Background: an optimization exercise with open tools, aiming at small area and a short achievable clock period. Do not read the settings as production practice.
The RTL was checked by simulation tests, not by an equivalence proof against the original design.
No activity file was given, so power comes from the tool's default toggle rates.

==> design.v <==
`default_nettype none
package timerPkg;
  localparam logic [1:0] HTRANS_IDLE   = 2'b00;
  localparam logic [1:0] HTRANS_BUSY   = 2'b01;
  localparam logic [1:0] HTRANS_NONSEQ = 2'b10;
  localparam logic [1:0] HTRANS_SEQ    = 2'b11;
  typedef logic [1:0] evSel;   
  typedef enum logic [1:0] {
    EDGE_NONE,
    EDGE_RISE,
    EDGE_FALL,
    EDGE_BOTH
  } edgeMode;
  typedef struct packed {
    evSel capSel;
    evSel cntSel;
    evSel stopSel;
    evSel startSel;
  } cmcReg;
  typedef struct packed {
    logic capChain;
    logic stopClears;
    logic startClears;
    logic centerAligned;
  } tmsReg;
  typedef struct packed {
    logic       lowActive;
    edgeMode    edgeSel;
    logic [1:0] filtCode;
  } evCfg;
  typedef logic [14:0] ecrReg;   
  typedef struct packed {
    logic ev0Detect;
    logic cmpMatchUp;
    logic periodMatchUp;
  } intReg;
endpackage
`default_nettype wire
`timescale 1ns/1ps
`default_nettype none
module timerTop (
  input  wire                       CPUbus,
  input  wire                       arstN,
  input  wire                       hSel,
  input  wire [32-1:0]        hAddr,
  input  wire [1:0]                 hTrans,
  input  wire                       hWrite,
  input  wire [32-1:0]       hWdata,
  input  wire                       hReady,
  input  wire [2:0]                 evnt,
  output logic [32-1:0]      hRdata,
  output logic                      hReadyOut,
  output logic                      hResp,
  output logic [2-1:0]  pwm,
  output logic                      intr
);
  logic        wrEn, rdEn;
  logic [5:0]  regAddr;
  logic        accept;
  assign accept    = hSel && hReady && hTrans[1];
  assign hReadyOut = 1'b1;
  assign hResp     = 1'b0;
  always_ff @(posedge CPUbus or negedge arstN) begin
    if (!arstN) begin
      wrEn <= 1'b0;
      rdEn <= 1'b0;
    end else begin
      wrEn <= accept && hWrite;
      rdEn <= accept && !hWrite;
    end
  end
  always_ff @(posedge CPUbus) regAddr <= hAddr[7:2];
  logic wrTV, wrPR, wrPRSH, wrTRS, wrTMS, wrECR, wrCMC, wrIEC, wrISC, wrPLC;
  logic [1:0] wrCMP, wrCMPSH;
  assign wrTV   = wrEn && regAddr == 6'd0;
  assign wrPR   = wrEn && regAddr == 6'd1;
  assign wrPRSH = wrEn && regAddr == 6'd2;
  assign wrTRS  = wrEn && regAddr == 6'd5;
  assign wrTMS  = wrEn && regAddr == 6'd8;
  assign wrECR  = wrEn && regAddr == 6'd9;
  assign wrCMC  = wrEn && regAddr == 6'd10;
  assign wrIEC  = wrEn && regAddr == 6'd12;
  assign wrISC  = wrEn && regAddr == 6'd13;
  assign wrPLC  = wrEn && regAddr == 6'd14;
  assign wrCMP[0]   = wrEn && regAddr == 6'd16;
  assign wrCMPSH[0] = wrEn && regAddr == 6'd17;
  assign wrCMP[1]   = wrEn && regAddr == 6'd18;
  assign wrCMPSH[1] = wrEn && regAddr == 6'd19;
  logic [31:0] period, periodSh;
  logic [31:0] compare0, compare1, compareSh0, compareSh1;
  logic [7:0]  cmc;       
  logic [3:0]  tms;       
  logic [14:0] ecr;
  logic [2:0]  iec, isr;
  logic [1:0]  polarity;
  logic        running, countDown;
  logic [31:0] timerValue;
  logic [1:0]  capFull;
  logic [31:0] cap0, cap1;
  logic [1:0]  pwmState;
  logic [2:0]  evEdge;
  for (genvar g = 0; g < 3; g++) begin : genEvent
    logic [2:0] holdCnt;
    logic [2:0] holdLen;
    logic       evFilt, evFiltDly;
    logic [1:0] filtCode, edgeSel;
    assign filtCode = ecr[5*g +: 2];
    assign edgeSel  = ecr[5*g+2 +: 2];
    always_comb begin
      case (filtCode)
        2'd0:    holdLen = 3'd0;
        2'd1:    holdLen = 3'd3;
        2'd2:    holdLen = 3'd5;
        default: holdLen = 3'd7;
      endcase
    end
    always_ff @(posedge CPUbus or negedge arstN) begin
      if (!arstN) begin
        holdCnt   <= '0;
        evFilt    <= 1'b0;
        evFiltDly <= 1'b0;
        evEdge[g] <= 1'b0;
      end else begin
        if (evnt[g] == evFilt) begin
          holdCnt <= '0;
        end else if (holdCnt == holdLen) begin
          evFilt  <= evnt[g];
          holdCnt <= '0;
        end else begin
          holdCnt <= holdCnt + 3'd1;
        end
        evFiltDly <= evFilt;
        evEdge[g] <= (evFilt ^ evFiltDly) && (evFilt ? edgeSel[0] : edgeSel[1]);
      end
    end
  end
  function automatic logic pickEvent(input logic [1:0] sel, input logic [2:0] ev);
    case (sel)
      2'd1:    pickEvent = ev[0];
      2'd2:    pickEvent = ev[1];
      2'd3:    pickEvent = ev[2];
      default: pickEvent = 1'b0;
    endcase
  endfunction
  logic evStart, evStop, evCount, evCapture;
  assign evStart   = pickEvent(cmc[1:0], evEdge);
  assign evStop    = pickEvent(cmc[3:2], evEdge);
  assign evCount   = pickEvent(cmc[5:4], evEdge);
  assign evCapture = pickEvent(cmc[7:6], evEdge);
  logic startReq, stopReq, timerClear, countEnable, step;
  assign startReq    = (wrTRS && hWdata[0]) || evStart;
  assign stopReq     = (wrTRS && hWdata[1]) || evStop;
  assign timerClear  = (wrTRS && hWdata[2]) || (startReq && tms[1]) || (stopReq && tms[2]);
  assign countEnable = (cmc[5:4] == 2'd0) || evCount;
  assign step        = running && countEnable;
  function automatic logic [1:0] cmpGtEq(input logic [31:0] a, input logic [31:0] b);
    logic [31:0] g, e;
    g = a & ~b;
    e = ~(a ^ b);
    for (int w = 1; w < 32; w = w * 2) begin
      for (int i = 0; i < 32; i = i + 2 * w) begin
        g[i] = g[i + w] | (e[i + w] & g[i]);
        e[i] = e[i + w] & e[i];
      end
    end
    cmpGtEq = {g[0], e[0]};
  endfunction
  logic periodMatch, zeroMatch, tvGePeriod, tvGtPeriod;
  logic [1:0] cmpMatch, tvGtCmp;
  assign {tvGtPeriod, periodMatch} = cmpGtEq(timerValue, period);
  assign {tvGtCmp[0], cmpMatch[0]} = cmpGtEq(timerValue, compare0);
  assign {tvGtCmp[1], cmpMatch[1]} = cmpGtEq(timerValue, compare1);
  assign tvGePeriod  = tvGtPeriod | periodMatch;
  assign zeroMatch   = ~|timerValue;
  logic xfer;   
  assign xfer = running && (countDown ? zeroMatch : periodMatch);
  logic [31:0] tvInc, tvDec, tvNext;
  logic        cdNext;
  always_comb begin
    for (int i = 0; i < 32; i++) begin
      tvInc[i] = timerValue[i] ^ (i == 0 ? 1'b1 :  (&(timerValue & ((32'd1 << i) - 32'd1) | ~((32'd1 << i) - 32'd1))));
      tvDec[i] = timerValue[i] ^ (i == 0 ? 1'b1 : ~(|(timerValue & ((32'd1 << i) - 32'd1))));
    end
  end
  always_comb begin
    cdNext = countDown;
    tvNext = timerValue;
    if (!tms[0]) begin
      cdNext = 1'b0;
      tvNext = tvGePeriod ? 32'd0 : tvInc;
    end else if (countDown) begin
      cdNext = !zeroMatch;
      tvNext = zeroMatch ? tvInc : tvDec;
    end else begin
      cdNext = tvGePeriod;
      tvNext = tvGePeriod ? tvDec : tvInc;
    end
  end
  logic cap1Wr;
  assign cap1Wr = evCapture && (tms[3] || capFull[0]);
  always_ff @(posedge CPUbus or negedge arstN) begin
    if (!arstN) begin
      running    <= 1'b0;
      timerValue <= '0;
      countDown  <= 1'b0;
      capFull    <= '0;
      pwmState   <= '0;
    end else begin
      if (startReq)     running <= 1'b1;
      else if (stopReq) running <= 1'b0;
      if (timerClear) begin
        timerValue <= '0;
        countDown  <= 1'b0;
      end else if (wrTV) begin
        timerValue <= hWdata;
      end else if (step) begin
        timerValue <= tvNext;
        countDown  <= cdNext;
      end
      if (evCapture)                         capFull[0] <= 1'b1;
      else if (rdEn && regAddr == 6'd3)      capFull[0] <= 1'b0;
      if (cap1Wr)                            capFull[1] <= 1'b1;
      else if (rdEn && regAddr == 6'd4)      capFull[1] <= 1'b0;
      for (int i = 0; i < 2; i++) begin
        if (!running) begin
          pwmState[i] <= tvGtCmp[i];
        end else if (countEnable) begin
          if (tms[0]) begin
            if (cmpMatch[i])                  pwmState[i] <= !pwmState[i];
            else if (zeroMatch && countDown)  pwmState[i] <= 1'b0;
          end else begin
            if (cmpMatch[i])                  pwmState[i] <= 1'b1;
            else if (periodMatch)             pwmState[i] <= 1'b0;
          end
        end
      end
    end
  end
  always_ff @(posedge CPUbus) begin
    if (evCapture) cap0 <= timerValue;
    if (cap1Wr)    cap1 <= cap0;
  end
  always_ff @(posedge CPUbus or negedge arstN) begin
    if (!arstN) begin
      period     <= '0;
      periodSh   <= '0;
      compare0   <= '0;
      compare1   <= '0;
      compareSh0 <= '0;
      compareSh1 <= '0;
      cmc        <= '0;
      tms        <= '0;
      ecr        <= '0;
      iec        <= '0;
      polarity   <= '0;
      isr        <= '0;
    end else begin
      if (wrPR || (wrPRSH && !running)) period <= hWdata;
      else if (xfer)                    period <= periodSh;
      if (wrPRSH) periodSh <= hWdata;
      if (wrCMP[0] || (wrCMPSH[0] && !running)) compare0 <= hWdata;
      else if (xfer)                            compare0 <= compareSh0;
      if (wrCMPSH[0]) compareSh0 <= hWdata;
      if (wrCMP[1] || (wrCMPSH[1] && !running)) compare1 <= hWdata;
      else if (xfer)                            compare1 <= compareSh1;
      if (wrCMPSH[1]) compareSh1 <= hWdata;
      if (wrCMC) cmc      <= hWdata[7:0];
      if (wrTMS) tms      <= hWdata[3:0];
      if (wrECR) ecr      <= hWdata[14:0];
      if (wrIEC) iec      <= hWdata[2:0];
      if (wrPLC) polarity <= hWdata[1:0];
      isr <= (isr & ~(wrISC ? hWdata[2:0] : 3'd0)) |
             ({evEdge[0], running && !countDown && (|cmpMatch),
               running && !countDown && periodMatch} & iec);
    end
  end
  assign intr = |isr;
  assign pwm  = pwmState ^ polarity;
  always_comb begin
    hRdata = '0;
    case (regAddr)
      6'd0:  hRdata = timerValue;
      6'd1:  hRdata = period;
      6'd2:  hRdata = periodSh;
      6'd3:  hRdata = cap0;
      6'd4:  hRdata = cap1;
      6'd6:  hRdata[1:0]  = capFull;
      6'd7:  hRdata[1:0]  = {countDown, running};
      6'd8:  hRdata[3:0]  = tms;
      6'd9:  hRdata[14:0] = ecr;
      6'd10: hRdata[7:0]  = cmc;
      6'd11: hRdata[2:0]  = isr;
      6'd12: hRdata[2:0]  = iec;
      6'd14: hRdata[1:0]  = polarity;
      6'd16: hRdata = compare0;
      6'd17: hRdata = compareSh0;
      6'd18: hRdata = compare1;
      6'd19: hRdata = compareSh1;
      default: hRdata = '0;
    endcase
  end
endmodule
`default_nettype wire
==> run.sh <==
#!/bin/bash
# synth_recipe.tcl (not shown) runs the flow's synth.tcl, then flattens the netlist and writes it again
# the make line also repeats each setting of config.mk as NAME=value (left out here)
make -C /OpenROAD-flow-scripts/flow DESIGN_CONFIG=/design/flow/config.mk WORK_HOME=/design/flow/orfs CLKGATE_MAP_FILE= SYNTH_SCRIPT=/design/flow/synth_recipe.tcl finish
==> config.mk <==
export PLATFORM = sky130hd
export DESIGN_NAME = timerTop
export DESIGN_NICKNAME = timerTop
export VERILOG_FILES = /design/flow/design.v
export SDC_FILE = /design/flow/constraint.sdc
export NUM_CORES = 4
export LEC_CHECK = 0
export CAP_MARGIN = 20
export CORE_MARGIN = 2
export CORE_UTILIZATION = 40
export SLEW_MARGIN = 20
==> constraint.sdc <==
create_clock -name core_clock -period 5.5 [get_ports {CPUbus}]
set_input_delay 1.1000 -clock core_clock [delete_from_list [all_inputs] [get_ports {CPUbus}]]
set_output_delay 1.1000 -clock core_clock [all_outputs]
set_load 0.01 [all_outputs]
==> flow_summary.json, run 1 <==
{
  "async_flop_share_pct": 80.28,
  "io_pins": 111,
  "grt_usage_pct": 24.37,
  "status": "finished clean",
  "die_h_um": 230.0,
  "worst_ep_arrival_time_ns": 3.70,
  "clkTransAtPathRegs_ns": 0.06,
  "synth_common_cells": "dfrtp_1, nand2_1, mux2_2, mux2i_1, o21ai_0",
  "clk_path_buf_depth": 3,
  "crit_buf_inv": 3,
  "cpMaxStageDelayCell": "nor4b_2",
  "grt_max_degree": 109,
  "avgSynthCellArea_um2": 10.15,
  "seq_power_share_pct": 43.8,
  "worstSkewPairLatency_ns": 0.57,
  "synth-edff-count": 64,
  "period_minus_slack_ns": 4.798,
  "drt_iter0_drc": 1917,
  "cts_setup_buffers": 0,
  "slew_headroom_pct": 28.69,
  "synth.cell_area_mm2": 0.02043,
  "combPwrFrac_pct": 19.8,
  "area_growth_pct": 14.72,
  "path_cells": "buf_4 > nor4b_2 > and2_1 > buf_4 > a22o_1 > a221oi_1 > nand3_1 > clkdlybuf4s50_1",
  "synth_cells": 2012,
  "power.total_w": 0.007884,
  "synth_top_area_cell": "dfrtp_1",
  "post-route-util_pct": 46.62,
  "power_density_mw_per_mm2": 336.4,
  "overflow": 0,
  "cp_top_family": "simple AND/OR/NAND/NOR gates",
  "drive_gt1_share_pct": 14.03,
  "fp.dieW_um": 230.0,
  "via_per_inst": 6.062,
  "period_share_pct": 87.23,
  "netlist_top_cells_area": "dfrtp_1, edfxtp_1, mux2_2",
  "ys_ff_latch": 355,
  "hpwl_um": 43300,
  "detail_route.wl_per_cell_um": 23.52,
  "cts-root-buf": "clkbuf_16",
  "layout.nets": 2238,
  "hp-class": "register to register",
  "grt_pass1_vias": 16540,
  "p_sw_share_pct": 31.08,
  "grt_first_pass_wirelength_um": 100600,
  "start_util_pct": 40.64,
  "antenna_found_initial": 1,
  "hold_viol_final": 0,
  "cts_tree": "yes",
  "fmaxAchievable_mhz": 208.4,
  "htreeDepth": 2,
  "syn-num-nets": 2195,
  "yosysSeqAreaShare_pct": 44.90,
  "num_rows": 82,
  "antennaDiodeCount": 0,
  "cp_common_cell": "buf_4",
  "io_buffers": 81,
  "worst_pin_slew_ns": 1.070,
  "cts.repair.resized": 0,
  "num_vias": 16730,
  "worst_slack_ns": 0.7021,
  "dp_slack_ns": 1.314,
  "ys_warn_count": 1,
  "fillers": 4753,
  "slowest_delay_ns": 0.80,
  "wl_um": 64920,
  "yosysMostFrequentCell": "dfrtp_1",
  "synth_cell_types": 81,
  "worstSetupPathType": "register to primary output",
  "p_leak_nw": 10.03,
  "slew_viol_final": 0,
  "place.gp.congestion": 0.9229,
  "drt-pass1-iter-count": 7,
  "intPower_w": 0.005434,
  "netlist.area_leader.share_pct": 34.91,
  "cts_made_buffers": 42,
  "clkPwrFrac_pct": 36.4,
  "fin_setup_tns_ns": 0,
  "critPathCaptureType": "primary output",
  "startpoint_type": "register",
  "setup-violations-final": 0,
  "hold_buffers": 0,
  "cp.required_ns": 4.40,
  "drc": 0,
  "ys.flop_type": "dfrtp_1",
  "core-area_mm2": 0.05027,
  "cap_violations": 0,
  "rsz0062_at_grt": "no",
  "p_switching_w": 0.002450,
  "die-area_mm2": 0.05290,
  "ant_nets": 0,
  "crit_path_max_fanout": 21,
  "worst_clock_skew_ns": 0.01558,
  "cts.sinks": 355,
  "peakVddDrop_mv": 0.2002
}
-- worst paths after layout --
kind,cells past startpoint,from,end,slack [ns]
setup / recovery,8,regAddr[2]$_DFF_P_,hRdata[6],0.70
min in group asynchronous,1,arstN,rdEn$_DFF_PN0_,0.51
hold reg to reg,0,cap0[28]$_DFFE_PP_,cap1[28]$_DFFE_PP_,0.45
max in group asynchronous,2,arstN,compareSh1[12]$_DFFE_PN0P_,3.71
setup reg to reg,11,timerValue[0]$_DFFE_PN0P_,period[19]$_DFFE_PN0P_,1.28
hold / removal,0,cap0[28]$_DFFE_PP_,cap1[28]$_DFFE_PP_,0.45
-- sequential cells by signal (all words and copies together), names as in the netlist, 9 cells and up --
register          cells
cap0                 32
cap1                 32
compare0             32
compare1             32
compareSh0           32
compareSh1           32
periodSh             32
period               32
timerValue           32
ecr                  15
genEvent.holdCnt      9
-- metal layers --
metal  global-route usage [%]  part of all wire (%)
met5                        0                 0.018
met1                    34.50                    45
met3                    3.485                   6.7
met2                    38.28                    45
met4                    8.246                   2.9
-- power groups by stage --
stage	logic (W)	registers, W	clock network [W]
6_report	0.00156	0.00346	0.00287
4_1_cts	0.00156	0.00344	0.00291
2_1_floorplan	0.00103	0.00335	0
5_1_grt	0.00175	0.00350	0.00302
3_3_place_gp	0.00151	0.00348	0
3_5_place_dp	0.00154	0.00349	0
-- placed cells by master (no fill, tap or decap), types with 10 or more instances in the layout --
| master | netlist | final |
|---|---|---|
| clkdlybuf4s50_1 | 0 | 80 |
| a21oi_1 | 102 | 102 |
| clkbuf_1 | 96 | 11 |
| nor4_1 | 14 | 13 |
| clkbuf_16 | 0 | 43 |
| o211ai_1 | 23 | 23 |
| nand3_1 | 61 | 61 |
| edfxtp_1 | 64 | 64 |
| mux2_2 | 137 | 137 |
| buf_4 | 8 | 54 |
| a21o_1 | 37 | 37 |
| dfrtp_1 | 285 | 285 |
| or4_1 | 12 | 12 |
| nand4_1 | 30 | 30 |
| inv_1 | 117 | 117 |
| or3_1 | 13 | 12 |
| mux2i_1 | 120 | 120 |
| ha_1 | 109 | 109 |
| and3_1 | 10 | 10 |
| a22o_1 | 24 | 24 |
| a22oi_1 | 65 | 65 |
| nor3_1 | 41 | 37 |
| a222oi_1 | 24 | 24 |
| a221oi_1 | 32 | 32 |
| nor2_1 | 95 | 91 |
| xnor2_1 | 11 | 11 |
| o21ai_0 | 118 | 117 |
| nand2_1 | 172 | 168 |
| o21ai_1 | 14 | 14 |
| a211oi_1 | 12 | 12 |
-- through the flow --
step                      cells  hold slack (ns)  instance area (um2)
after floorplan            2012           0.4230                20430
after global placement     2683           0.4278                22020
after detailed placement   2683           0.4334                22030
after CTS                  2760           0.4475                23440
after global routing       2760           0.4539                23440
final                      2760           0.4465                23440
-- cell type report --
class / instances / area [um2] / area share [%]
Clock buffer: 62 / 1227 / 5.237
Clock inverter: 15 / 180.2 / 0.7688
Inverter: 119 / 446.7 / 1.906
Multi-Input combinational cell: 1399 / 10280 / 43.88
Sequential cell: 355 / 9175 / 39.15
Tap cell: 672 / 840.8 / 3.588
Timing Repair Buffer: 138 / 1281 / 5.467
-- cell families (layout without fill, tap and decap cells) --
| logic type | after synthesis | after routing | share of synthesized area (%) |
|---|---|---|---|
| AO/OA/AOI/OAI | 517 | 517 | 17.08 |
| XOR/XNOR | 17 | 17 | 0.7288 |
| adder cells (fa/ha/maj) | 109 | 109 | 6.676 |
| buffers and inverters | 258 | 334 | 5.242 |
| flip-flops | 355 | 355 | 44.90 |
| multiplexers | 259 | 259 | 13.65 |
| other | 2 | 2 | 0.03676 |
| AND/OR/NAND/NOR | 495 | 495 | 11.68 |
==> inputs of run 2 (changes only) <==
--- a/design.v
+++ b/design.v
@@ -70,6 +70,18 @@
     end
   end
   always_ff @(posedge CPUbus) regAddr <= hAddr[7:2];
+  logic [8:0] rdSel;
+  always_ff @(posedge CPUbus) begin
+    rdSel[0] <= hAddr[7:2] == 6'd0;
+    rdSel[1] <= hAddr[7:2] == 6'd1;
+    rdSel[2] <= hAddr[7:2] == 6'd2;
+    rdSel[3] <= hAddr[7:2] == 6'd3;
+    rdSel[4] <= hAddr[7:2] == 6'd4;
+    rdSel[5] <= hAddr[7:2] == 6'd16;
+    rdSel[6] <= hAddr[7:2] == 6'd17;
+    rdSel[7] <= hAddr[7:2] == 6'd18;
+    rdSel[8] <= hAddr[7:2] == 6'd19;
+  end
   logic wrTV, wrPR, wrPRSH, wrTRS, wrTMS, wrECR, wrCMC, wrIEC, wrISC, wrPLC;
   logic [1:0] wrCMP, wrCMPSH;
   assign wrTV   = wrEn && regAddr == 6'd0;
@@ -276,28 +288,30 @@
   end
   assign intr = |isr;
   assign pwm  = pwmState ^ polarity;
+  logic [31:0] rdSmall;
   always_comb begin
-    hRdata = '0;
+    rdSmall = '0;
     case (regAddr)
-      6'd0:  hRdata = timerValue;
-      6'd1:  hRdata = period;
-      6'd2:  hRdata = periodSh;
-      6'd3:  hRdata = cap0;
-      6'd4:  hRdata = cap1;
-      6'd6:  hRdata[1:0]  = capFull;
-      6'd7:  hRdata[1:0]  = {countDown, running};
-      6'd8:  hRdata[3:0]  = tms;
-      6'd9:  hRdata[14:0] = ecr;
-      6'd10: hRdata[7:0]  = cmc;
-      6'd11: hRdata[2:0]  = isr;
-      6'd12: hRdata[2:0]  = iec;
-      6'd14: hRdata[1:0]  = polarity;
-      6'd16: hRdata = compare0;
-      6'd17: hRdata = compareSh0;
-      6'd18: hRdata = compare1;
-      6'd19: hRdata = compareSh1;
-      default: hRdata = '0;
+      6'd6:  rdSmall[1:0]  = capFull;
+      6'd7:  rdSmall[1:0]  = {countDown, running};
+      6'd8:  rdSmall[3:0]  = tms;
+      6'd9:  rdSmall[14:0] = ecr;
+      6'd10: rdSmall[7:0]  = cmc;
+      6'd11: rdSmall[2:0]  = isr;
+      6'd12: rdSmall[2:0]  = iec;
+      6'd14: rdSmall[1:0]  = polarity;
+      default: rdSmall = '0;
     endcase
   end
+  assign hRdata = ({32{rdSel[0]}} & timerValue) |
+                  ({32{rdSel[1]}} & period)     |
+                  ({32{rdSel[2]}} & periodSh)   |
+                  ({32{rdSel[3]}} & cap0)       |
+                  ({32{rdSel[4]}} & cap1)       |
+                  ({32{rdSel[5]}} & compare0)   |
+                  ({32{rdSel[6]}} & compareSh0) |
+                  ({32{rdSel[7]}} & compare1)   |
+                  ({32{rdSel[8]}} & compareSh1) |
+                  rdSmall;
 endmodule
 `default_nettype wire
--- a/config.mk
+++ b/config.mk
@@ -5,7 +5,9 @@
 export SDC_FILE = /design/flow/constraint.sdc
 export NUM_CORES = 4
 export LEC_CHECK = 0
+export ABC_CLOCK_PERIOD_IN_PS = 3000
 export CAP_MARGIN = 20
 export CORE_MARGIN = 2
-export CORE_UTILIZATION = 40
+export CORE_UTILIZATION = 50
+export SETUP_SLACK_MARGIN = 2.2
 export SLEW_MARGIN = 20
==> flow_summary.json, run 2 <==
{
  "p_leak_nw": 10.67,
  "clkTransAtPathRegs_ns": 0.06,
  "yosysMostFrequentCell": "dfrtp_1",
  "synth-edff-count": 64,
  "ff2ff_path_depth": 11,
  "drive_gt1_share_pct": 18.94,
  "cts-root-buf": "clkbuf_16",
  "crit_path_max_fanout": 5,
  "worst_slack_ns": 2.167,
  "p_sw_share_pct": 31.70,
  "synth_cell_types": 81,
  "detail_route.wl_per_cell_um": 23.78,
  "period_share_pct": 60.60,
  "clkPwrFrac_pct": 35.6,
  "post-route-util_pct": 60.01,
  "grt_first_pass_wirelength_um": 98930,
  "place.gp.congestion": 0.9100,
  "slowest_delay_ns": 0.40,
  "overflow": 0,
  "synth_common_cells": "dfrtp_1, nand2_1, nor2_1, a21oi_1, mux2_2",
  "synth_cells": 2079,
  "synth.cell_area_mm2": 0.02011,
  "hpwl_um": 40940,
  "period_minus_slack_ns": 3.333,
  "antenna_found_initial": 0,
  "peakVddDrop_mv": 0.2233,
  "die-area_mm2": 0.04185,
  "stdcell_count": 2737,
  "worst_pin_slew_ns": 1.136,
  "critPathCapture": "hRdata[4]",
  "htreeDepth": 2,
  "status": "finished clean",
  "hp-class": "register to register",
  "fp.dieW_um": 204.6,
  "ys_ff_latch": 364,
  "async_flop_share_pct": 78.30,
  "whs_ns": 0.4492,
  "dp_slack_ns": 1.588,
  "die_h_um": 204.6,
  "antennaDiodeCount": 0,
  "critPathCaptureType": "primary output",
  "core-area_mm2": 0.03973,
  "io_pins": 111,
  "io_buffers": 81,
  "place_inst": 2587,
  "ant_nets": 0,
  "combPwrFrac_pct": 22.1,
  "worst_clock_skew_ns": 0.01595,
  "ys.flop_type": "dfrtp_1",
  "final_common_cell": "dfrtp_1",
  "yosysSeqAreaShare_pct": 46.50,
  "final_cell_mix": "dfrtp_1, nand2_1, nor2_1, a21oi_1, mux2_2",
  "rr_endpoint": "timerValue[23]$_DFFE_PN0P_",
  "hold_buffers": 0,
  "clk_path_buf_depth": 3,
  "ys_warn_count": 1,
  "fmaxAchievable_mhz": 300.0,
  "syn-num-nets": 2262,
  "slew_headroom_pct": 24.25,
  "grt_pass1_vias": 16550,
  "num_vias": 17180,
  "p_switching_w": 0.002490,
  "cts_made_buffers": 43,
  "cap_violations": 0,
  "grt_usage_pct": 30.86,
  "rsz0062_at_grt": "yes",
  "drt_iter0_drc": 1733,
  "synth_top_area_cell": "dfrtp_1",
  "worstSetupPathType": "register to primary output",
  "cp.required_ns": 4.40,
  "grt_max_degree": 129,
  "netlist_top_cells_area": "dfrtp_1, edfxtp_1, mux2_2",
  "rr_startpoint": "timerValue[7]$_DFFE_PN0P_",
  "drt-pass1-iter-count": 7,
  "rrSetupSlack_ns": 2.28,
  "path_cells": "buf_6 > a222oi_1 > nand3_1 > a221oi_2 > o21ai_2 > buf_2",
  "worst_ep_arrival_time_ns": 2.23,
  "num_rows": 73,
  "cts_tree": "yes",
  "startpoint_type": "register",
  "setup-violations-final": 0,
  "crit_buf_inv": 2,
  "layout.nets": 2360,
  "start_util_pct": 50.63,
  "path_depth": 6,
  "slew_viol_final": 0,
  "seq_power_share_pct": 42.3,
  "netlist.area_leader.share_pct": 35.46,
  "avgSynthCellArea_um2": 9.675,
  "cts.sinks": 364,
  "area_growth_pct": 18.53,
  "intPower_w": 0.005366,
  "hold_viol_final": 0,
  "power_density_mw_per_mm2": 329.5,
  "cpMaxStageDelayCell": "dfxtp_4",
  "worstSkewPairLatency_ns": 0.57,
  "cp_top_family": "compound AO/OA/AOI/OAI gates",
  "fin_setup_tns_ns": 0,
  "drc": 0,
  "wl_um": 65080,
  "cp-startpoint": "rdSel[6]$_DFF_P_",
  "via_per_inst": 6.277
}
run 2: cell count changes after synthesis, sizes merged, moves of 10 or more:
cell    delta
a21oi     +31
a22oi     -15
a31oi     +38
mux2i    -113
nand2     +71
nand3     +10
nor2      +68
nor3      -13
o211ai    -20
or4       -10
run 2: layer usage:
layer  vias to the layer above  share of wire (%)  wire length, um  global-route usage [%]
met5                         -                  0                0                       0
met4                         0                3.0             1927                   10.25
met3                       118                7.1             4653                   4.009
met2                       694                 47            30300                   49.82
met1                      8516                 43            28200                   43.06
li1                       7852                  -                -                       -
run 2: cell type report:
class | instances | area, um2
flip-flops and latches | 364 | 9422
clock inverters | 20 | 178.9
multi-input cells | 1462 | 10150
clock buffers | 60 | 1180
well taps | 525 | 656.9
inverters | 118 | 442.9
fillers | 3454 | 15890
repair buffers | 188 | 1814
run 2: cell families after synthesis:
logic type               Yosys count  share of synthesized area, %
AND/OR/NAND/NOR                  628                         14.33
adder cells (fa/ha/maj)          109                         6.780
flip-flops                       364                         46.50
multiplexers                     141                         7.962
other                              2                       0.03734
XOR/XNOR                          17                        0.7403
AO/OA/AOI/OAI                    565                         18.73
buffers and inverters            253                         4.914
run 2: worst register-to-register path, delay by kind of cell, from the launching register on:
| kind | cells | cell delay (ns) |
|---|---|---|
| adders and majority gates | 1 | 0.33 |
| DFF | 1 | 0.51 |
| AOI/OAI and AO/OA | 7 | 1.73 |
| and+or+nand+nor | 1 | 0.14 |
| buffers and inverters | 2 | 0.37 |
run 2: through the flow:
stage                     area [um2]  power, W
after global routing           23840  0.008237
after CTS                      23330  0.007734
final                          23840  0.007857
after global placement         21430  0.004842
after detailed placement       21440  0.004894
after floorplan                20120  0.004296
run 2: repair_timing:
action	CTS	global route
endpoints found under the setup margin	124	148
gates resized for setup	128	62
cloned	1	2
pin swaps	25	22
setup buffers	33	34
run 2: how the worst min path moves through the flow:
stage / startpoint / endpoint / slack, ns / cells after the start
global placement: cap0[21]$_DFFE_PP_ / cap1[21]$_DFFE_PP_ / 0.43 / 0
floorplan: genEvent[0].evFiltDly$_DFF_PN0_ / evEdge[0]$_DFF_PN0_ / 0.42 / 1
finish: cap0[8]$_DFFE_PP_ / cap1[8]$_DFFE_PP_ / 0.45 / 0
CTS: genEvent[0].evFiltDly$_DFF_PN0_ / evEdge[0]$_DFF_PN0_ / 0.45 / 1
global route: genEvent[1].evFiltDly$_DFF_PN0_ / evEdge[1]$_DFF_PN0_ / 0.46 / 1
detailed placement: cap0[0]$_DFFE_PP_ / cap1[0]$_DFFE_PP_ / 0.44 / 0
run 2: power groups by stage:
stage	Clock, W	Combinational (W)	Sequential (W)
floorplan	0	0.00108	0.00321
global placement	0	0.00146	0.00338
detailed placement	0	0.00151	0.00338
CTS	0.00284	0.00156	0.00333
global route	0.00295	0.00194	0.00335
finish	0.00280	0.00174	0.00332
==> inputs of run 3 (changes only) <==
--- a/config.mk
+++ b/config.mk
@@ -5,9 +5,9 @@
 export SDC_FILE = /design/flow/constraint.sdc
 export NUM_CORES = 4
 export LEC_CHECK = 0
-export ABC_CLOCK_PERIOD_IN_PS = 3000
+export ABC_CLOCK_PERIOD_IN_PS = 2500
 export CAP_MARGIN = 20
 export CORE_MARGIN = 2
 export CORE_UTILIZATION = 50
-export SETUP_SLACK_MARGIN = 2.2
+export SETUP_SLACK_MARGIN = 3.0
 export SLEW_MARGIN = 20
==> flow_summary.json, run 3 <==
{
  "slowest_delay_ns": 0.58,
  "drt-pass1-iter-count": 10,
  "cp_top_family": "simple AND/OR/NAND/NOR gates",
  "slew_viol_final": 0,
  "fin_setup_tns_ns": 0,
  "cpMaxStageDelayCell": "or4_4",
  "wl_um": 85280,
  "io_buffers": 81,
  "clkPwrFrac_pct": 31.8,
  "synthMuxAreaShare_pct": 7.962,
  "slew_headroom_pct": 35.46,
  "hold_viol_final": 0,
  "synth-compound-area-share_pct": 18.73,
  "synth_top_family_by_area": "compound AO/OA/AOI/OAI gates",
  "post-route-util_pct": 71.40,
  "p_switching_w": 0.003024,
  "worst_clock_skew_ns": 0.01920,
  "fp.dieW_um": 204.6,
  "cap_violations": 0,
  "worst_ep_arrival_time_ns": 4.01,
  "peakVddDrop_mv": 0.2000,
  "num_rows": 73,
  "synth_top_area_cell": "dfrtp_1",
  "cp_common_cell": "buf_6",
  "place.gp.congestion": 0.9110,
  "path_depth": 12,
  "path_cells": "ha_4 > nand4_1 > or4_4 > or2_4 > o22ai_4 > buf_6 > buf_6 > buf_6 > nor3_1 > o311ai_2 > a31oi_1 > a21oi_1",
  "synth_cells": 2079,
  "netlist_top_cells_area": "dfrtp_1, edfxtp_1, mux2_2",
  "synth-xor-area-share_pct": 0.7402,
  "yosysSeqAreaShare_pct": 46.50,
  "seq_power_share_pct": 36.0,
  "drc": 0,
  "ys_warn_count": 1,
  "synth-edff-count": 64,
  "synth_cell_types": 81,
  "worstSetupPathType": "register to register",
  "io_pins": 111,
  "layout.nets": 2566,
  "worst_pin_slew_ns": 0.9682,
  "holdPathStages": 1,
  "synth-adder-area-share_pct": 6.780,
  "die-area_mm2": 0.04185,
  "crit_path_max_fanout": 5,
  "htreeDepth": 2,
  "grt_max_degree": 112,
  "cts-root-buf": "clkbuf_16",
  "clkTransAtPathRegs_ns": 0.06,
  "synth.cell_area_mm2": 0.02011,
  "period_minus_slack_ns": 3.525,
  "cts_tree": "yes",
  "async_flop_share_pct": 78.30,
  "ff2ff_path_depth": 12,
  "hp-class": "register to register",
  "yosysMostFrequentCell": "dfrtp_1",
  "final_cell_mix": "dfrtp_1, nand2_1, buf_4, mux2_2, nor2_1",
  "syn-num-nets": 2262,
  "fmaxAchievable_mhz": 283.7,
  "final_common_cell": "dfrtp_1",
  "area_growth_pct": 41.03,
  "avgSynthCellArea_um2": 9.675,
  "startpoint_type": "register",
  "critPathCaptureType": "register",
  "clk_path_buf_depth": 3,
  "place_inst": 2589,
  "synth_common_cells": "dfrtp_1, nand2_1, nor2_1, a21oi_1, mux2_2",
  "p_leak_nw": 12.51,
  "hpwl_um": 41470,
  "stdcell_count": 2942,
  "combPwrFrac_pct": 32.2,
  "detail_route.wl_per_cell_um": 28.99,
  "num_vias": 19960,
  "cts.sinks": 364,
  "setup-violations-final": 0,
  "ys_ff_latch": 364,
  "grt_usage_pct": 37.97,
  "ys.flop_type": "dfrtp_1",
  "power_density_mw_per_mm2": 318.5,
  "overflow": 0,
  "ant_nets": 0,
  "netlist.area_leader.share_pct": 35.46,
  "cp.required_ns": 5.98,
  "crit_buf_inv": 3,
  "hold_buffers": 0,
  "drive_gt1_share_pct": 38.33,
  "rsz0062_at_grt": "yes",
  "core-area_mm2": 0.03973,
  "cts_made_buffers": 42,
  "worstSkewPairLatency_ns": 0.58,
  "start_util_pct": 50.63,
  "grt_pass1_vias": 18890,
  "power.total_w": 0.009036,
  "antenna_found_initial": 1,
  "status": "finished clean",
  "period_share_pct": 64.09,
  "intPower_w": 0.006012,
  "synth-simple-area-share_pct": 14.33,
  "via_per_inst": 6.785,
  "drt_iter0_drc": 2578,
  "grt_first_pass_wirelength_um": 118500,
  "die_h_um": 204.6,
  "p_sw_share_pct": 33.46
}
run 3: cell types whose count changed in the layout (fill, tap and decap cells not counted), sizes merged:
cell and delta:
diode +1, clkinvlp +1, clkinv -8, buf +232
clkdlybuf4s50 -5, dlymetal6s2s -5, bufinv +1, dlygate4sd2 -13
inv -2, o31a +1, o21a +1, clkbuf +1
run 3: worst paths after layout:
path	start	endpoint	slack (ns)
max	timerValue[30]$_DFFE_PN0P_	timerValue[21]$_DFFE_PN0P_	1.98
min	genEvent[1].evFiltDly$_DFF_PN0_	evEdge[1]$_DFF_PN0_	0.44
max reg2reg	timerValue[30]$_DFFE_PN0P_	timerValue[21]$_DFFE_PN0P_	1.98
min reg2reg	genEvent[1].evFiltDly$_DFF_PN0_	evEdge[1]$_DFF_PN0_	0.44
max in group asynchronous	arstN	cmc[6]$_DFFE_PN0P_	3.64
min in group asynchronous	arstN	compareSh1[17]$_DFFE_PN0P_	0.64
run 3: metal layers:
layer	global-route usage, %	part of all wire (%)	vias up
met3	9.322	12	487
met5	0	0	-
met1	48.85	36	9764
li1	-	-	8300
met2	58.45	44	1410
met4	21.84	7.9	0
run 3: what timing repair did:
action | 4_1_cts | 5_1_grt
endpoints found under the setup margin | 231 | 198
setup buffers | 158 | 78
resized for setup | 524 | 253
cloned | 35 | 2
pin swaps | 141 | 198
run 3: power groups by stage:
| stage | clock [W] | combinational [W] | sequential (W) |
|---|---|---|---|
| 2_1_floorplan | 0 | 0.00111 | 0.00321 |
| 3_3_place_gp | 0 | 0.00152 | 0.00335 |
| 3_5_place_dp | 0 | 0.00156 | 0.00336 |
| 4_1_cts | 0.00289 | 0.00236 | 0.00322 |
| 5_1_grt | 0.00300 | 0.00306 | 0.00326 |
| 6_report | 0.00287 | 0.00291 | 0.00325 |
run 3: stage by stage:
step           cell area [um2]  setup slack (ns)  hold WS (ns)
3_5_place_dp             21490             1.386        0.4364
4_1_cts                  26500             2.156        0.4449
3_3_place_gp             21470             1.378        0.4294
2_1_floorplan            20190             2.680        0.4230
5_1_grt                  28360             1.999        0.4555
6_report                 28370             1.975        0.4441
run 3: logic make-up (layout without fill, tap and decap cells):
group           count (synthesis)  count (layout)
flops                         364             364
compound gates                565             567
fa+ha+maj                     109             109
other cells                     2               3
simple gates                  628             628
xor+xnor                       17              17
mux                           141             141
buf+inv                       253             588
run 3: area by class of cell:
| type | count | area (um2) |
|---|---|---|
| Tap cell | 525 | 656.9 |
| Fill cell | 2715 | 11360 |
| Inverter | 118 | 442.9 |
| Timing Repair Buffer | 393 | 4551 |
| Clock inverter | 12 | 166.4 |
| Antenna cell | 1 | 2.502 |
| Clock buffer | 65 | 1219 |
| Multi-Input combinational cell | 1464 | 11900 |
| Sequential cell | 364 | 9430 |
==> inputs of run 4 (changes only) <==
--- a/design.v
+++ b/design.v
@@ -70,7 +70,7 @@
     end
   end
   always_ff @(posedge CPUbus) regAddr <= hAddr[7:2];
-  logic [8:0] rdSel;
+  logic [16:0] rdSel;
   always_ff @(posedge CPUbus) begin
     rdSel[0] <= hAddr[7:2] == 6'd0;
     rdSel[1] <= hAddr[7:2] == 6'd1;
@@ -81,6 +81,14 @@
     rdSel[6] <= hAddr[7:2] == 6'd17;
     rdSel[7] <= hAddr[7:2] == 6'd18;
     rdSel[8] <= hAddr[7:2] == 6'd19;
+    rdSel[9]  <= hAddr[7:2] == 6'd6;
+    rdSel[10] <= hAddr[7:2] == 6'd7;
+    rdSel[11] <= hAddr[7:2] == 6'd8;
+    rdSel[12] <= hAddr[7:2] == 6'd9;
+    rdSel[13] <= hAddr[7:2] == 6'd10;
+    rdSel[14] <= hAddr[7:2] == 6'd11;
+    rdSel[15] <= hAddr[7:2] == 6'd12;
+    rdSel[16] <= hAddr[7:2] == 6'd14;
   end
   logic wrTV, wrPR, wrPRSH, wrTRS, wrTMS, wrECR, wrCMC, wrIEC, wrISC, wrPLC;
   logic [1:0] wrCMP, wrCMPSH;
@@ -103,13 +111,14 @@
   logic [7:0]  cmc;       
   logic [3:0]  tms;       
   logic [14:0] ecr;
-  logic [2:0]  iec, isr;
+  logic [2:0]  iec, isr, isrD;
   logic [1:0]  polarity;
   logic        running, countDown;
   logic [31:0] timerValue;
   logic [1:0]  capFull;
   logic [31:0] cap0, cap1;
-  logic [1:0]  pwmState;
+  logic [1:0]  pwmState, pwmStateD, polarityD;
+  logic        intrD;
   logic [2:0]  evEdge;
   for (genvar g = 0; g < 3; g++) begin : genEvent
     logic [2:0] holdCnt;
@@ -216,7 +225,8 @@
       timerValue <= '0;
       countDown  <= 1'b0;
       capFull    <= '0;
-      pwmState   <= '0;
+      pwm        <= '0;
+      intr       <= 1'b0;
     end else begin
       if (startReq)     running <= 1'b1;
       else if (stopReq) running <= 1'b0;
@@ -233,17 +243,24 @@
       else if (rdEn && regAddr == 6'd3)      capFull[0] <= 1'b0;
       if (cap1Wr)                            capFull[1] <= 1'b1;
       else if (rdEn && regAddr == 6'd4)      capFull[1] <= 1'b0;
-      for (int i = 0; i < 2; i++) begin
-        if (!running) begin
-          pwmState[i] <= tvGtCmp[i];
-        end else if (countEnable) begin
-          if (tms[0]) begin
-            if (cmpMatch[i])                  pwmState[i] <= !pwmState[i];
-            else if (zeroMatch && countDown)  pwmState[i] <= 1'b0;
-          end else begin
-            if (cmpMatch[i])                  pwmState[i] <= 1'b1;
-            else if (periodMatch)             pwmState[i] <= 1'b0;
-          end
+      pwm <= pwmStateD ^ polarityD;   
+      intr <= intrD;
+    end
+  end
+  assign pwmState  = pwm ^ polarity;
+  assign polarityD = wrPLC ? hWdata[1:0] : polarity;
+  always_comb begin
+    for (int i = 0; i < 2; i++) begin
+      pwmStateD[i] = pwmState[i];
+      if (!running) begin
+        pwmStateD[i] = tvGtCmp[i];
+      end else if (countEnable) begin
+        if (tms[0]) begin
+          if (cmpMatch[i])                  pwmStateD[i] = !pwmState[i];
+          else if (zeroMatch && countDown)  pwmStateD[i] = 1'b0;
+        end else begin
+          if (cmpMatch[i])                  pwmStateD[i] = 1'b1;
+          else if (periodMatch)             pwmStateD[i] = 1'b0;
         end
       end
     end
@@ -281,28 +298,22 @@
       if (wrECR) ecr      <= hWdata[14:0];
       if (wrIEC) iec      <= hWdata[2:0];
       if (wrPLC) polarity <= hWdata[1:0];
-      isr <= (isr & ~(wrISC ? hWdata[2:0] : 3'd0)) |
-             ({evEdge[0], running && !countDown && (|cmpMatch),
-               running && !countDown && periodMatch} & iec);
+      isr <= isrD;
     end
   end
-  assign intr = |isr;
-  assign pwm  = pwmState ^ polarity;
+  assign isrD  = (isr & ~(wrISC ? hWdata[2:0] : 3'd0)) |
+                 ({evEdge[0], running && !countDown && (|cmpMatch),
+                   running && !countDown && periodMatch} & iec);
+  assign intrD = |isrD;   
   logic [31:0] rdSmall;
-  always_comb begin
-    rdSmall = '0;
-    case (regAddr)
-      6'd6:  rdSmall[1:0]  = capFull;
-      6'd7:  rdSmall[1:0]  = {countDown, running};
-      6'd8:  rdSmall[3:0]  = tms;
-      6'd9:  rdSmall[14:0] = ecr;
-      6'd10: rdSmall[7:0]  = cmc;
-      6'd11: rdSmall[2:0]  = isr;
-      6'd12: rdSmall[2:0]  = iec;
-      6'd14: rdSmall[1:0]  = polarity;
-      default: rdSmall = '0;
-    endcase
-  end
+  assign rdSmall = {30'd0, {2{rdSel[9]}}  & capFull}           |
+                   {30'd0, {2{rdSel[10]}} & {countDown, running}} |
+                   {28'd0, {4{rdSel[11]}} & tms}               |
+                   {17'd0, {15{rdSel[12]}} & ecr}              |
+                   {24'd0, {8{rdSel[13]}} & cmc}               |
+                   {29'd0, {3{rdSel[14]}} & isr}               |
+                   {29'd0, {3{rdSel[15]}} & iec}               |
+                   {30'd0, {2{rdSel[16]}} & polarity};
   assign hRdata = ({32{rdSel[0]}} & timerValue) |
                   ({32{rdSel[1]}} & period)     |
                   ({32{rdSel[2]}} & periodSh)   |
--- a/config.mk
+++ b/config.mk
@@ -8,6 +8,6 @@
 export ABC_CLOCK_PERIOD_IN_PS = 2500
 export CAP_MARGIN = 20
 export CORE_MARGIN = 2
-export CORE_UTILIZATION = 50
-export SETUP_SLACK_MARGIN = 3.0
+export CORE_UTILIZATION = 60
+export SETUP_SLACK_MARGIN = 2.8
 export SLEW_MARGIN = 20
==> flow_summary.json, run 4 <==
{
  "dp_slack_ns": 1.608,
  "drc": 0,
  "slew_viol_final": 0,
  "layout.nets": 2516,
  "clk_path_buf_depth": 3,
  "slowest_delay_ns": 0.64,
  "postPlaceCellArea_mm2": 0.02164,
  "grt_pass1_vias": 19350,
  "peakVddDrop_mv": 0.2734,
  "final_cell_mix": "dfrtp_1, buf_4, nand2_1, mux2_2, inv_1",
  "slew_headroom_pct": 34.30,
  "worstSetupPathType": "register to register",
  "num_vias": 20580,
  "synth_top_family_by_area": "compound AO/OA/AOI/OAI gates",
  "worst_slack_ns": 2.053,
  "netlist.area_leader.share_pct": 34.86,
  "grt_usage_pct": 44.01,
  "drive_gt1_share_pct": 35.38,
  "worst_pin_slew_ns": 0.9831,
  "status": "finished clean",
  "rsz0062_at_grt": "yes",
  "htreeDepth": 2,
  "final_common_cell": "dfrtp_1",
  "synth.cell_area_mm2": 0.02053,
  "synth-xor-area-share_pct": 1.195,
  "detail_route.wl_per_cell_um": 30.88,
  "cp_common_cell": "buf_6",
  "ys_warn_count": 1,
  "drt-pass1-iter-count": 14,
  "startpoint_type": "register",
  "core-area_mm2": 0.03362,
  "ys.flop_type": "dfrtp_1",
  "hold_buffers": 0,
  "ys_ff_latch": 373,
  "synth_top_area_cell": "dfrtp_1",
  "crit_path_max_fanout": 6,
  "synthMuxAreaShare_pct": 10.66,
  "worst_clock_skew_ns": 0.02599,
  "synth-adder-area-share_pct": 6.644,
  "path_cells": "inv_1 > ha_1 > o21ai_0 > o211ai_1 > a22oi_2 > a21boi_4 > buf_6 > buf_6 > buf_6 > o21a_4 > a21boi_2 > o21ai_2 > a32o_2",
  "die_h_um": 189.0,
  "worst_ep_arrival_time_ns": 3.94,
  "io_pins": 111,
  "overflow": 0,
  "hpwl_um": 40160,
  "fp.dieW_um": 189.0,
  "period_minus_slack_ns": 3.447,
  "cts_made_buffers": 41,
  "power_density_mw_per_mm2": 311.3,
  "hold_viol_final": 0,
  "post-route-util_pct": 82.42,
  "area_growth_pct": 34.97,
  "fin_setup_tns_ns": 0,
  "stdcell_count": 2813,
  "synth_cells": 2028,
  "synth_cell_types": 79,
  "stdcell_area_mm2": 0.02771,
  "grt_max_degree": 102,
  "critPathCaptureType": "register",
  "via_per_inst": 7.314,
  "syn-num-nets": 2211,
  "io_buffers": 81,
  "p_leak_nw": 12.04,
  "place_inst": 2457,
  "start_util_pct": 61.07,
  "grt_first_pass_wirelength_um": 118100,
  "synth_common_cells": "dfrtp_1, nand2_1, mux2_2, o21ai_0, inv_1",
  "synth-compound-area-share_pct": 17.31,
  "synth-simple-area-share_pct": 12.81,
  "cts.sinks": 373,
  "netlist_top_cells_area": "dfrtp_1, edfxtp_1, mux2_2",
  "cpMaxStageDelayCell": "o211ai_1",
  "cts-root-buf": "clkbuf_16",
  "async_flop_share_pct": 76.68,
  "drt_iter0_drc": 3128,
  "cp_top_family": "compound AO/OA/AOI/OAI gates",
  "yosysMostFrequentCell": "dfrtp_1",
  "period_share_pct": 62.68,
  "antenna_found_initial": 2,
  "wl_um": 86870,
  "die-area_mm2": 0.03571,
  "place.gp.congestion": 0.9769,
  "cp.required_ns": 6.00,
  "hp-class": "register to register",
  "clkTransAtPathRegs_ns": 0.07,
  "cts_tree": "yes",
  "crit_buf_inv": 4,
  "avgSynthCellArea_um2": 10.12,
  "cap_violations": 0,
  "worstSkewPairLatency_ns": 0.56,
  "fillers": 1821,
  "ant_nets": 0,
  "synth-edff-count": 64,
  "num_rows": 67,
  "setup-violations-final": 0,
  "fmaxAchievable_mhz": 290.1,
  "yosysSeqAreaShare_pct": 46.47
}
==> run 4: cell count changes after synthesis, moves of 10 or more <==
| cell | delta |
|---|---|
| a21oi_1 | -66 |
| nor2_1 | -65 |
| o21ai_0 | +64 |
| mux2i_1 | +62 |
| o21ai_1 | -62 |
| nand2_1 | -28 |
| a22oi_1 | +25 |
| nand3_1 | -19 |
| buf_2 | -16 |
| o221ai_1 | -12 |
| xor2_1 | +12 |
| buf_4 | +10 |
==> run 4: logic make-up (layout without fill, tap and decap cells) <==
logic type,Yosys count,after routing
buffers and inverters,243,565
adder cells (fa/ha/maj),109,109
flip-flops,373,373
AND/OR/NAND/NOR,550,557
other,2,4
multiplexers,202,202
AO/OA/AOI/OAI,521,527
XOR/XNOR,28,28
==> run 4: stage by stage <==
stage	hold WS (ns)	total power (W)
after CTS	0.4424	0.008108
after floorplan	0.4230	0.004493
final	0.4409	0.008625
after detailed placement	0.4344	0.005086
after global placement	0.4298	0.005030
after global routing	0.4469	0.008853
==> run 4: area by class of cell <==
cell class                 instances  area [um2]  share of cell area, %
tap                              448       560.5                  2.023
clock buffer                      63        1210                  4.367
clock inverter                    10       121.4                 0.4380
antenna                            2       5.005                0.01806
sequential                       373        9625                  34.74
multi-input combinational       1425       11690                  42.19
inverter                         113       427.9                  1.544
timing repair buffer             379        4066                  14.68
==> run 4: worst paths after layout <==
kind                                                      start                         end  slack, ns  depth (start not counted)
worst max-delay path                      period[3]$_DFFE_PN0P_  timerValue[15]$_DFFE_PN0P_       2.05                         13
worst min-delay path            genEvent[1].evFiltDly$_DFF_PN0_         evEdge[1]$_DFF_PN0_       0.44                          1
worst max register to register            period[3]$_DFFE_PN0P_  timerValue[15]$_DFFE_PN0P_       2.05                         13
worst min register to register  genEvent[1].evFiltDly$_DFF_PN0_         evEdge[1]$_DFF_PN0_       0.44                          1
max in group asynchronous                                 arstN         running$_DFFE_PN0P_       3.58                          2
min in group asynchronous                                 arstN  compareSh0[16]$_DFFE_PN0P_       0.58                          1
==> run 4: where the power goes <==
| group | internal (W) | total [W] | switching, W |
|---|---|---|---|
| Clock | 0.00165 | 0.00283 | 0.00117 |
| Combinational | 0.000874 | 0.00224 | 0.00136 |
| Sequential | 0.00320 | 0.00356 | 0.000359 |
| Total | 0.00573 | 0.00863 | 0.00290 |
==> run 4: routing by layer <==
metal / track usage [%] / share of wire [%] / vias up / wire length, um
met5: 0 / 0.010 / - / 9
met4: 26.83 / 9.1 / 2 / 7876
met3: 12.99 / 15 / 671 / 13040
met2: 67.00 / 43 / 1884 / 36990
met1: 55.52 / 33 / 9849 / 28950
li1: - / - / 8169 / -
==> run 4: what timing repair did <==
item / in CTS / in global routing
pin swaps: 157 / 137
buffers inserted: 163 / 83
resized for setup: 480 / 190
endpoints found under the hold margin: 0 / 0
endpoints found under the setup margin: 165 / 165
cloned: 29 / 5
==> inputs of run 5 (changes only) <==
--- a/config.mk
+++ b/config.mk
@@ -5,9 +5,8 @@
 export SDC_FILE = /design/flow/constraint.sdc
 export NUM_CORES = 4
 export LEC_CHECK = 0
-export ABC_CLOCK_PERIOD_IN_PS = 2500
 export CAP_MARGIN = 20
 export CORE_MARGIN = 2
 export CORE_UTILIZATION = 60
-export SETUP_SLACK_MARGIN = 2.8
+export SETUP_SLACK_MARGIN = 2.4
 export SLEW_MARGIN = 20
==> flow_summary.json, run 5 <==
{
  "post-route-util_pct": 73.26,
  "synth_common_cells": "dfrtp_1, nand2_1, mux2_2, o21ai_0, inv_1",
  "start_util_pct": 61.07,
  "die-area_mm2": 0.03571,
  "drive_gt1_share_pct": 21.81,
  "cts.sinks": 373,
  "wl_met2_um": 32070,
  "place.gp.congestion": 0.9807,
  "drc": 0,
  "stdcell_count": 2635,
  "period_minus_slack_ns": 3.102,
  "cpMaxStageDelayCell": "clkdlybuf4s50_1",
  "intPower_w": 0.005448,
  "crit_buf_inv": 4,
  "io_buffers": 81,
  "netlist.area_leader.share_pct": 34.86,
  "grt_max_degree": 115,
  "worst_pin_slew_ns": 1.056,
  "slowest_delay_ns": 0.72,
  "grt_pass1_vias": 17330,
  "overflow": 0,
  "final_cell_mix": "dfrtp_1, nand2_1, mux2_2, o21ai_0, inv_1",
  "clk_path_buf_depth": 3,
  "ant_nets": 0,
  "combPwrFrac_pct": 21.1,
  "power_density_mw_per_mm2": 323.9,
  "fp.dieW_um": 189.0,
  "crit_path_max_fanout": 25,
  "rrSetupSlack_ns": 2.43,
  "peakVddDrop_mv": 0.3693,
  "critPathCaptureType": "register",
  "clkPwrFrac_pct": 34.4,
  "yosysMostFrequentCell": "dfrtp_1",
  "cap_violations": 0,
  "period_share_pct": 56.40,
  "ys_warn_count": 1,
  "syn-num-nets": 2211,
  "avgSynthCellArea_um2": 10.12,
  "hold_viol_final": 0,
  "grt_first_pass_wirelength_um": 104100,
  "wl_met1_um": 27070,
  "drt_iter0_drc": 1939,
  "p_sw_share_pct": 31.70,
  "worstSetupPathType": "primary input to register",
  "cp_common_cell": "buf_4",
  "wl_met3_um": 7134,
  "detail_route.wl_per_cell_um": 26.50,
  "routed.top_layer": "met5",
  "cts_tree": "yes",
  "startpoint_type": "primary input",
  "worst_ep_arrival_time_ns": 3.56,
  "num_rows": 67,
  "fin_setup_tns_ns": 0,
  "fillers": 2462,
  "synth_cells": 2028,
  "hp-class": "register to register",
  "io_pins": 111,
  "synth.cell_area_mm2": 0.02053,
  "clkTransAtPathRegs_ns": 0.06,
  "cp_top_family": "buffers and inverters",
  "cts-root-buf": "clkbuf_16",
  "core-area_mm2": 0.03362,
  "fmaxAchievable_mhz": 322.4,
  "synth-edff-count": 64,
  "status": "finished clean",
  "slew_viol_final": 0,
  "power.total_w": 0.007976,
  "place_inst": 2464,
  "yosysSeqAreaShare_pct": 46.47,
  "ys.flop_type": "dfrtp_1",
  "die_h_um": 189.0,
  "async_flop_share_pct": 76.68,
  "layout.nets": 2338,
  "drt-pass1-iter-count": 6,
  "whs_ns": 0.4446,
  "seq_power_share_pct": 44.5,
  "final_common_cell": "dfrtp_1",
  "rsz0062_at_grt": "yes",
  "antenna_found_initial": 1,
  "p_switching_w": 0.002528,
  "area_growth_pct": 19.97,
  "path_cells": "clkdlybuf4s50_1 > a21o_1 > a221oi_2 > buf_4 > clkinvlp_4 > buf_4 > nor4_1",
  "netlist_top_cells_area": "dfrtp_1, edfxtp_1, mux2_2",
  "antennaDiodeCount": 0,
  "grt_usage_pct": 38.26,
  "cp.required_ns": 5.96,
  "synth_cell_types": 79,
  "setup-violations-final": 0,
  "slew_headroom_pct": 29.42,
  "p_leak_nw": 10.76,
  "wl_um": 69820,
  "htreeDepth": 2,
  "ys_ff_latch": 373,
  "worst_clock_skew_ns": 0.02871,
  "num_vias": 17940,
  "hpwl_um": 41000,
  "via_per_inst": 6.809,
  "synth_top_area_cell": "dfrtp_1",
  "cts_made_buffers": 41,
  "worstSkewPairLatency_ns": 0.58
}
[run 5: cell counts after synthesis]
Identical to the previous run, type by type.
[run 5: power by group through the flow]
stage	Combinational, W	Clock [W]	Sequential, W
after floorplan	0.00105	0	0.00344
after global placement	0.00144	0	0.00359
after detailed placement	0.00148	0	0.00361
after CTS	0.00157	0.00275	0.00354
after global routing	0.00184	0.00287	0.00359
final	0.00168	0.00274	0.00355
[run 5: cell families (layout without fill, tap and decap cells)]
kind of cell	Yosys count	after routing	synth area share (%)
muxes	202	202	10.66
DFF	373	373	46.47
and+or+nand+nor	550	551	12.81
AOI/OAI and AO/OA	521	522	17.31
other	2	2	0.03658
buffers and inverters	243	400	4.882
xor gates and xnor gates	28	28	1.195
adders and majority gates	109	109	6.644
[run 5: final timing paths]
check,end,start,depth (start not counted)
hold reg to reg,evEdge[2]$_DFF_PN0_,genEvent[2].evFiltDly$_DFF_PN0_,1
setup / recovery,timerValue[21]$_DFFE_PN0P_,hWdata[0],7
hold / removal,evEdge[2]$_DFF_PN0_,genEvent[2].evFiltDly$_DFF_PN0_,1
setup reg to reg,timerValue[25]$_DFFE_PN0P_,timerValue[0]$_DFFE_PN0P_,11
max in group asynchronous,running$_DFFE_PN0P_,arstN,2
min in group asynchronous,compare1[18]$_DFFE_PN0P_,arstN,1
[run 5: cell type report]
cell class	instances	area [um2]	area share [%]
sequential	373	9607	39.01
multi-input combinational	1414	10430	42.36
inverter	113	427.9	1.738
tap	448	560.5	2.276
clock inverter	13	118.9	0.4826
timing repair buffer	212	2267	9.206
clock buffer	62	1215	4.933
[run 5: metrics by stage]
stage / area, um2 / setup WS (ns)
after global placement: 21680 / 1.697
after detailed placement: 21680 / 1.601
after floorplan: 20530 / 2.681
after global routing: 24630 / 2.330
final: 24630 / 2.398
after CTS: 24010 / 2.262
[run 5: worst register-to-register path: stages (launching register included)]
cell and delay (ns):
dfrtp_2 0.44, buf_4 0.17, ha_1 0.28, nand4_1 0.24, o211ai_1 0.29, a22oi_2 0.19
a21boi_4 0.33, o21a_4 0.25, buf_4 0.24, o21ai_0 0.12, and3_1 0.19, a211oi_2 0.22
[run 5: timing repair]
item / in CTS / in global routing
gates resized for setup: 167 / 88
buffers inserted: 54 / 29
endpoints found under the setup margin: 163 / 154
pin swaps: 22 / 30
hold buffers: 0 / 0
cloned: 8 / 5
[run 5: layer usage]
metal,GRT usage [%],up-vias
met5,0,-
met4,18.12,2
met3,7.247,238
met2,60.44,1050
met1,51.16,8852
li1,-,7799
==> inputs of run 6 (changes only) <==
--- a/design.v
+++ b/design.v
@@ -55,7 +55,6 @@
   output logic                      intr
 );
   logic        wrEn, rdEn;
-  logic [5:0]  regAddr;
   logic        accept;
   assign accept    = hSel && hReady && hTrans[1];
   assign hReadyOut = 1'b1;
@@ -69,8 +68,7 @@
       rdEn <= accept && !hWrite;
     end
   end
-  always_ff @(posedge CPUbus) regAddr <= hAddr[7:2];
-  logic [16:0] rdSel;
+  logic [18:0] rdSel;
   always_ff @(posedge CPUbus) begin
     rdSel[0] <= hAddr[7:2] == 6'd0;
     rdSel[1] <= hAddr[7:2] == 6'd1;
@@ -89,23 +87,25 @@
     rdSel[14] <= hAddr[7:2] == 6'd11;
     rdSel[15] <= hAddr[7:2] == 6'd12;
     rdSel[16] <= hAddr[7:2] == 6'd14;
+    rdSel[17] <= hAddr[7:2] == 6'd5;
+    rdSel[18] <= hAddr[7:2] == 6'd13;
   end
   logic wrTV, wrPR, wrPRSH, wrTRS, wrTMS, wrECR, wrCMC, wrIEC, wrISC, wrPLC;
   logic [1:0] wrCMP, wrCMPSH;
-  assign wrTV   = wrEn && regAddr == 6'd0;
-  assign wrPR   = wrEn && regAddr == 6'd1;
-  assign wrPRSH = wrEn && regAddr == 6'd2;
-  assign wrTRS  = wrEn && regAddr == 6'd5;
-  assign wrTMS  = wrEn && regAddr == 6'd8;
-  assign wrECR  = wrEn && regAddr == 6'd9;
-  assign wrCMC  = wrEn && regAddr == 6'd10;
-  assign wrIEC  = wrEn && regAddr == 6'd12;
-  assign wrISC  = wrEn && regAddr == 6'd13;
-  assign wrPLC  = wrEn && regAddr == 6'd14;
-  assign wrCMP[0]   = wrEn && regAddr == 6'd16;
-  assign wrCMPSH[0] = wrEn && regAddr == 6'd17;
-  assign wrCMP[1]   = wrEn && regAddr == 6'd18;
-  assign wrCMPSH[1] = wrEn && regAddr == 6'd19;
+  assign wrTV   = wrEn && rdSel[0];
+  assign wrPR   = wrEn && rdSel[1];
+  assign wrPRSH = wrEn && rdSel[2];
+  assign wrTRS  = wrEn && rdSel[17];
+  assign wrTMS  = wrEn && rdSel[11];
+  assign wrECR  = wrEn && rdSel[12];
+  assign wrCMC  = wrEn && rdSel[13];
+  assign wrIEC  = wrEn && rdSel[15];
+  assign wrISC  = wrEn && rdSel[18];
+  assign wrPLC  = wrEn && rdSel[16];
+  assign wrCMP[0]   = wrEn && rdSel[5];
+  assign wrCMPSH[0] = wrEn && rdSel[6];
+  assign wrCMP[1]   = wrEn && rdSel[7];
+  assign wrCMPSH[1] = wrEn && rdSel[8];
   logic [31:0] period, periodSh;
   logic [31:0] compare0, compare1, compareSh0, compareSh1;
   logic [7:0]  cmc;       
@@ -240,9 +240,9 @@
         countDown  <= cdNext;
       end
       if (evCapture)                         capFull[0] <= 1'b1;
-      else if (rdEn && regAddr == 6'd3)      capFull[0] <= 1'b0;
+      else if (rdEn && rdSel[3])      capFull[0] <= 1'b0;
       if (cap1Wr)                            capFull[1] <= 1'b1;
-      else if (rdEn && regAddr == 6'd4)      capFull[1] <= 1'b0;
+      else if (rdEn && rdSel[4])      capFull[1] <= 1'b0;
       pwm <= pwmStateD ^ polarityD;   
       intr <= intrD;
     end
--- a/config.mk
+++ b/config.mk
@@ -8,5 +8,6 @@
 export CAP_MARGIN = 20
 export CORE_MARGIN = 2
 export CORE_UTILIZATION = 60
-export SETUP_SLACK_MARGIN = 2.4
+export SETUP_SLACK_MARGIN = 2.5
 export SLEW_MARGIN = 20
+export TNS_END_PERCENT = 10
==> flow_summary.json, run 6 <==
{
  "netlist.area_leader.share_pct": 35.04,
  "ys_ff_latch": 369,
  "antenna_found_initial": 0,
  "hpwl_um": 39350,
  "io_pins": 111,
  "via_per_inst": 6.729,
  "rsz0062_at_grt": "yes",
  "dp_slack_ns": 1.713,
  "drive_gt1_share_pct": 20.31,
  "period_minus_slack_ns": 3.213,
  "synth-edff-count": 64,
  "clk_path_buf_depth": 3,
  "post-route-util_pct": 71.49,
  "cts.sinks": 369,
  "num_rows": 67,
  "final_common_cell": "dfrtp_1",
  "cp.required_ns": 4.40,
  "p_sw_share_pct": 31.35,
  "clkTransAtPathRegs_ns": 0.06,
  "antennaDiodeCount": 0,
  "fp.dieW_um": 188.5,
  "grt_max_degree": 103,
  "drt_iter0_drc": 1943,
  "whs_ns": 0.4466,
  "ys.flop_type": "dfrtp_1",
  "intPower_w": 0.005391,
  "yosysMostFrequentCell": "dfrtp_1",
  "rrSetupSlack_ns": 2.38,
  "hp-class": "register to register",
  "htreeDepth": 2,
  "cts_tree": "yes",
  "peakVddDrop_mv": 0.2410,
  "yosysSeqAreaShare_pct": 46.32,
  "synth_top_area_cell": "dfrtp_1",
  "final_cell_mix": "dfrtp_1, nand2_1, mux2_2, inv_1, ha_1",
  "period_share_pct": 58.41,
  "num_vias": 17160,
  "slew_headroom_pct": 25.73,
  "grt_usage_pct": 35.69,
  "avgSynthCellArea_um2": 10.39,
  "die-area_mm2": 0.03553,
  "worstSetupPathType": "register to primary output",
  "detail_route.wl_per_cell_um": 25.59,
  "synth_cell_types": 83,
  "startpoint_type": "register",
  "place.gp.congestion": 0.9603,
  "worstSkewPairLatency_ns": 0.56,
  "wl_um": 65250,
  "worst_pin_slew_ns": 1.114,
  "setup-violations-final": 0,
  "clkPwrFrac_pct": 34.7,
  "synth_cells": 1965,
  "area_growth_pct": 17.37,
  "p_switching_w": 0.002462,
  "fin_setup_tns_ns": 0,
  "seq_power_share_pct": 45.1,
  "cts_made_buffers": 40,
  "synth_common_cells": "dfrtp_1, nand2_1, mux2_2, inv_1, ha_1",
  "fmaxAchievable_mhz": 311.3,
  "async_flop_share_pct": 77.51,
  "ys_warn_count": 1,
  "syn-num-nets": 2148,
  "cts-root-buf": "clkbuf_16",
  "grt_pass1_vias": 16690,
  "synth.cell_area_mm2": 0.02042,
  "slew_viol_final": 0,
  "io_buffers": 81,
  "status": "finished clean",
  "worst_slack_ns": 2.287,
  "crit_path_max_fanout": 17,
  "grt_first_pass_wirelength_um": 97530,
  "ant_nets": 0,
  "drt-pass1-iter-count": 8,
  "power.total_w": 0.007852,
  "combPwrFrac_pct": 20.2,
  "netlist_top_cells_area": "dfrtp_1, edfxtp_1, mux2_2",
  "worst_clock_skew_ns": 0.02037,
  "overflow": 0,
  "layout.nets": 2253,
  "power_density_mw_per_mm2": 327.6,
  "worst_ep_arrival_time_ns": 2.11,
  "drc": 0,
  "p_leak_nw": 11.34,
  "core-area_mm2": 0.03353,
  "cap_violations": 0,
  "start_util_pct": 60.91,
  "hold_viol_final": 0,
  "critPathCaptureType": "primary output",
  "die_h_um": 188.5
}
run 6: cell types whose count changed in the layout (fill, tap and decap cells not counted), moves of 11 or more:
| cell | delta |
|---|---|
| a221oi_2 | -20 |
| nand2_1 | -46 |
| a221oi_1 | +20 |
| inv_1 | +13 |
| a31oi_1 | -38 |
| o21ai_1 | +44 |
| nor2_1 | -18 |
| dlygate4sd2_1 | +14 |
| buf_12 | -11 |
| o21ai_0 | -28 |
| nor3_1 | -13 |
| clkbuf_2 | -12 |
| mux2i_1 | +35 |
run 6: cell families after synthesis:
logic type	Yosys count	synth area share, %
AO/OA/AOI/OAI	517	17.50
XOR/XNOR	21	0.9005
adder cells (fa/ha/maj)	109	6.678
buffers and inverters	255	5.152
flip-flops	369	46.31
multiplexers	234	12.27
other	2	0.03677
AND/OR/NAND/NOR	458	11.15
run 6: metal layers:
metal	vias to the layer above	track usage (%)	wire length, um
met5	-	0	0
met1	8474	48.05	25780
met3	216	6.333	6281
li1	7531	-	-
met2	937	57.83	30160
met4	0	13.76	3020
run 6: power by group through the flow:
stage | sequential, W | clock (W) | combinational (W)
floorplan | 0.00343 | 0 | 0.00101
global placement | 0.00356 | 0 | 0.00142
detailed placement | 0.00358 | 0 | 0.00147
CTS | 0.00353 | 0.00274 | 0.00149
global route | 0.00357 | 0.00286 | 0.00173
finish | 0.00354 | 0.00273 | 0.00158
run 6: path summary, 6_finish.rpt:
check,start,end,cells past startpoint
hold reg to reg,cap0[2]$_DFFE_PP_,cap1[2]$_DFFE_PP_,0
hold / removal,cap0[2]$_DFFE_PP_,cap1[2]$_DFFE_PP_,0
max in group asynchronous,arstN,tms[0]$_DFFE_PN0P_,2
min in group asynchronous,arstN,compareSh1[17]$_DFFE_PN0P_,1
setup reg to reg,timerValue[1]$_DFFE_PN0P_,timerValue[30]$_DFFE_PN0P_,9
setup / recovery,rdSel[7]$_DFF_P_,hRdata[22],5
run 6: repair_timing:
item	CTS	global route
gates cloned	2	4
endpoints found under the hold margin	0	0
hold buffers	0	0
endpoints found under the setup margin	163	161
resized for setup	142	63
pin swaps	23	12
buffers inserted	33	45
run 6: cell type report:
| class | instances | area (um2) |
|---|---|---|
| fill | 2510 | 9562 |
| clock buffer | 58 | 1140 |
| timing repair buffer | 191 | 1824 |
| tap | 448 | 560.5 |
| clock inverter | 16 | 170.2 |
| sequential | 369 | 9530 |
| multi-input combinational | 1343 | 10280 |
| inverter | 125 | 469.2 |
run 6: stage by stage:
| stage | instance area, um2 | std cells |
|---|---|---|
| after global routing | 23970 | 2550 |
| after floorplan | 20430 | 1965 |
| after detailed placement | 21480 | 2392 |
| after CTS | 23320 | 2501 |
| after global placement | 21480 | 2392 |
| final | 23970 | 2550 |
run 6: worst max-delay path: stages (launching register included):
cell and delay [ns]:
dfxtp_4 0.39, buf_12 0.17, a22o_1 0.24, a221oi_1 0.28
nand3_1 0.16, dlygate4sd2_1 0.31
